Context: an optimization exercise on an open-source flow, tuned for small area, a short achievable clock period and few clock cycles. The choices shown serve that exercise and are no tape-out recipe.
Function was checked by simulation only, so behaviour that the tests miss may differ from the original.

== P ==
// midi_tempo_tracker
module midi_tempo_tracker #(
    parameter int TIME_BITS      = 24,
    parameter int COUNT_BITS     = 16,
    parameter int FOLD_MIN_COUNT = 8
) (
    input  logic                  clk,
    input  logic                  rst_n,
    input  logic                  in_valid,
    output logic                  in_stall,
    input  logic [1:0]            event_kind,
    input  logic [6:0]            controller,
    input  logic [6:0]            ctrl_value,
    input  logic [TIME_BITS-1:0]  delta_time,
    output logic                  out_valid,
    input  logic                  out_stall,
    output logic [TIME_BITS-1:0]  note_period,
    output logic [TIME_BITS-1:0]  pedal_period,
    output logic [COUNT_BITS-1:0] note_count,
    output logic [1:0]            event_use,
    input  logic                  cfg_valid,
    output logic                  cfg_ready,
    input  logic [2:0]            cfg_index,
    input  logic [23:0]           cfg_data
);
    localparam int TB = 24;
    localparam int CB = 16;
    localparam int SB = 40;
    localparam int PW = 36;                  
    localparam int NB = 2;                   
    localparam int NC = SB / NB;             
    localparam int QC = TB / NB;             
    localparam int XW = CB + NB;             
    localparam int KW = 27;                  
    localparam int JW = $clog2(NC + 1);      
    localparam logic [TB-1:0] TMAX = {TB{1'b1}};
    localparam logic [CB-1:0] CMAX = {CB{1'b1}};
    localparam logic [SB-1:0] SMAX = {SB{1'b1}};
    localparam logic [3:0] S_IDLE = 4'd0;
    localparam logic [3:0] S_D    = 4'd1;    
    localparam logic [3:0] S_P    = 4'd2;    
    localparam logic [3:0] S_S0   = 4'd3;    
    localparam logic [3:0] S_SK   = 4'd4;    
    localparam logic [3:0] S_SF   = 4'd5;    
    localparam logic [3:0] S_PP   = 4'd6;    
  ...
Size in the first run: about 700 flip-flops, about 140 I/O pins.
==> flow/config.mk <==
export PLATFORM = sky130hd
export DESIGN_NAME = midi_tempo_tracker
export DESIGN_NICKNAME = midi_tempo_tracker
export VERILOG_FILES = /design/flow/design.v
export SDC_FILE = /design/flow/constraint.sdc
export NUM_CORES = 4
export LEC_CHECK = 0
export CAP_MARGIN = 5
export CORE_MARGIN = 2
export CORE_UTILIZATION = 65
export SLEW_MARGIN = 5
==> flow/constraint.sdc <==
create_clock -name core_clock -period 10.0 [get_ports {clk}]
set_input_delay 2.0000 -clock core_clock [delete_from_list [all_inputs] [get_ports {clk}]]
set_output_delay 2.0000 -clock core_clock [all_outputs]
set_load 0.01 [all_outputs]
run.sh (not shown) runs the stock make flow with config.mk's settings and CLKGATE_MAP_FILE= SYNTH_SCRIPT=/design/flow/synth_recipe.tcl, a recipe that flattens the netlist after the stock synthesis.
Testbench counts of P, summed over its fixed seeds: cycles 9,095.
For Q, these inputs were changed with respect to P:
- a change of CORE_UTILIZATION from 65 to 55
- an added ABC_AREA of 1
==> comparison <==
- From P to Q, number of hold-slack violations in the final timing report did not move at all.
- Higher final area among P and Q: P
- Relative to P, multi-input combinational cell count increased by 7.6% in Q.
- Max global-route usage across P and Q: P
- Relative to P, vertical die dimension has increased by 7.3% in Q.
- Compared to P, Q leaves more free space in the core.
- The area of the die of Q is higher than that of P.
- Against P, total of plain and repair buffers excluding clock buffers in Q fell by a few percent.
- Mean instance size in the synthesized netlist: P and Q compared, lower one is Q
- P → Q: number of buffers and inverters on the critical path higher.
Modified inputs, R compared to Q
- ABC_AREA no longer set, was 1
### Flow results
Measured against each other, Q and R differ in global-route wire length before repair, the higher figure coming from R.
R vs. Q: number of well taps picked up an extra about 1.6%, share of the clock period used by the worst path picked up an extra 1.1 points, placement row count picked up an extra about 1.7%.
Lower met1 track utilization from global routing was reported by R, not Q.
Synthesized cell count (R over Q): decrease, 910
R vs. Q: fmax dropped 1.3 MHz; core utilization level.
For S, these inputs were changed with respect to R:
- a change of CORE_UTILIZATION from 55 to 75
- a change of CAP_MARGIN from 5 to 20
- a change of SLEW_MARGIN from 5 to 20
==> notes.md <==
Looking at worst-case headroom to the max-slew limit across S and R, the one that comes out lower is R.
Die area: S vs R down about 26%
Of the two candidates, R has the better post-route worst setup slack and S the worse one.
As of S, count of nets after finishing had fallen slightly compared to R.
When the final numbers for S and R were put side by side, the vias after detailed routing turned out to be smaller in R.
S: post-route minimum period is 0.33 ns higher than what R reported.
Looking at portion of the clock cycle consumed by the worst path in the final layout, S sits 3.3 points higher than R does.

## static timing again, ports no longer ideal
How much do the figures lean on ideal ports? The routed layouts below were timed once more, with nothing changed but the port constraints.
Step 1 sets driving cells, clkbuf_16 on the clock port and buf_2 on the other inputs (assumed; they add their load-dependent delay and slew).
Step 2, shift: input delay + t, output delay - t, t = (earliest + latest rising clock arrival at the registers) / 2. This alone moves slack from input paths to output paths.
Slacks: ideal / step 1 / step 2; pairs: ideal / step 1.
| run | shift t [ns] | setup WS [ns] | latest minus earliest clock arrival (ns) |
|---|---|---|---|
| P | 0.759 | 0.618 / 0.618 / 0.618 | 0.030 / 0.030 |
| Q | 0.756 | 0.745 / 0.745 / 0.745 | 0.027 / 0.027 |
| R | 0.778 | 0.637 / 0.637 / 0.637 | 0.041 / 0.041 |
| S | 0.736 | 0.308 / 0.308 / 0.308 | 0.043 / 0.043 |
After both steps setup and hold are still met in every run listed.
